Context: an optimization exercise on an open-source flow, tuned for small area and a short achievable clock period. The choices shown serve that exercise and are no tape-out recipe. Where RTL was checked, it was by simulation tests only, not by an equivalence proof against the original.

Setup of v6:
Design ray_issue_arbiter, start of the top module:
module ray_issue_arbiter #(
  parameter int unsigned H_DISP      = 1280,
  parameter int unsigned V_DISP      = 720,
  parameter int unsigned W           = 16,
  parameter int unsigned CNT_W       = 5,
  parameter int unsigned ADDR_W      = 20,
  parameter int unsigned SCALE_SHIFT = 7,
  parameter int unsigned INFL_W      = 12
) (
  input  logic                clk,
  input  logic                rst,
  input  logic                frame_start,
  output logic                frame_busy,
  output logic                frame_done,
  input  logic [3*W-1:0]      cam_pos,
  input  logic [3*W-1:0]      vp_origin,
  input  logic [3*W-1:0]      vp_u,
  input  logic [3*W-1:0]      vp_v,
  input  logic                rec_valid,
  output logic                rec_ready,
  input  logic [3*W-1:0]      rec_pos,
  input  logic [3*W-1:0]      rec_slope,
  input  logic [CNT_W-1:0]    rec_cnt,
  input  logic [ADDR_W-1:0]   rec_addr,
  input  logic                retire,
  output logic                out_valid,
  input  logic                out_ready,
  output logic [3*W-1:0]      out_pos,
  output logic [3*W-1:0]      out_slope,
  output logic [CNT_W-1:0]    out_cnt,
  output logic [ADDR_W-1:0]   out_addr
);
clock: 10.0 ns
lec_check: 0
cap_margin: 20
core_margin: 2
core_utilization: 40
cts_buf_list: sky130_fd_sc_hd__clkbuf_4
setup_slack_margin: 5
slew_margin: 20
synth_hierarchical: 1
synth_minimum_keep_size: 0
standard.sh (not shown) runs the stock make flow with config.mk's settings and CLKGATE_MAP_FILE= SYNTH_SCRIPT=/design/flow/synth_recipe.tcl, a recipe that flattens the netlist after the stock synthesis.
==> flow/flow/run.sh <==
#!/bin/bash
set -euo pipefail
bash standard.sh BUFFER_PORTS_ARGS="-buffer_cell sky130_fd_sc_hd__buf_1" SETUP_SLACK_MARGIN=5.6 CTS_ARGS="-sink_clustering_enable -repair_clock_nets -buf_list sky130_fd_sc_hd__clkbuf_4 -dont_use_dummy_load -sink_clustering_size 10 -sink_clustering_max_diameter 35" finish > flow_make.log 2>&1
Modified inputs, v7 compared to v6
--- a/flow/design.v
+++ b/flow/design.v
@@ -41,25 +41,24 @@
     DRAIN = 2'd2
   } state_t;
   state_t              state_q, state_d;
   logic                done_c;
   logic [2:0]          xb_q;      
   logic [ADDR_W-1:0]   pix_addr_q;
   logic [INFL_W-1:0]   inflight_q;
   logic                infl_full_q, infl_zero_q;    
   logic [VW-1:0]       cam_q;
   logic                first_q, rs_q;    
-  logic                out_vn_q;          
   logic                load_c, issue_c, start_c, row_end_c, last_px_c, retire_eff_c;
   logic [VW-1:0]       new_slope_c;
-  assign load_c       = out_vn_q || out_ready;
-  assign rec_ready    = !out_valid || out_ready;
+  assign load_c       = !out_valid || out_ready;
+  assign rec_ready    = load_c;
   assign start_c      = (state_q == IDLE) && frame_start;
   assign issue_c      = load_c && !rec_valid && (state_q == SCAN) && !infl_full_q;
   assign row_end_c    = (&pix_addr_q[7:0]) && (xb_q == 3'd4);
   assign last_px_c    = (pix_addr_q == ADDR_W'(LAST_ADDR));
   assign retire_eff_c = retire && !infl_zero_q;
   for (genvar c = 0; c < 3; c++) begin : g_axis
     logic [W-1:0]  u_q, v_q;
     logic [AW-1:0] acc_q, row_q, op_a, op_b, sum;
     logic [W-1:0]  org_w, uf, vf;
     logic [AW-1:0] init_s, init_c;
@@ -284,24 +283,20 @@
         2'b01: begin
           inflight_q  <= inflight_q - INFL_W'(1);
           infl_full_q <= 1'b0;
           infl_zero_q <= (inflight_q == INFL_W'(1));
         end
         default: ;
       endcase
     end
   end
   always_ff @(posedge clk or negedge rst) begin
-    if (!rst)        out_vn_q <= 1'b1;
-    else if (load_c) out_vn_q <= !(rec_valid || issue_c);
-  end
-  always_ff @(posedge clk or negedge rst) begin
     if (!rst) begin
       out_valid <= 1'b0;
       out_pos   <= '0;
       out_slope <= '0;
       out_cnt   <= '0;
       out_addr  <= '0;
     end else if (load_c) begin
       if (rec_valid) begin
         out_valid <= 1'b1;
         out_pos   <= rec_pos;
Findings:
In the flow results for v7 and v6, the synthesized net count is larger on v7. v7 ends up with higher buffer and inverter count on the worst path than v6 does. Cmp v7 vs v6: average wire per cell in the routed design lower in v7. Relative to v6, placement-stage cell area has increased by 190 sq um in v7. v7 ends up with higher distinct cell type count after synthesis than v6 does.
For v7, only the layout was checked, not whether the RTL still works.

[what the ideal ports hide]
In the flow no input, the clock included, has a driving cell. The finished layouts below were timed again as built, in two steps.
Step 1 assumes that a clkbuf_16 drives the clock port and a buf_2 every other input.
Step 2 times the ports against the registers' clock, not the clock port: input delays grow and output delays shrink by t, the midpoint of the rising clock arrivals with the driver on.
Three values: ideal, step 1, step 2; two values: the first two.
run | t (ns) | setup slack, ns | worst setup path at the end
v6 | 0.883 | 5.616 / 5.593 / 4.932 | input to register
v7 | 0.919 | 5.478 / 5.443 / 4.665 | input to register
After both steps every run listed still meets setup and hold. The setup slack of v7, which loses most, moves by -0.035 ns with the drivers and by -0.813 ns with both steps.
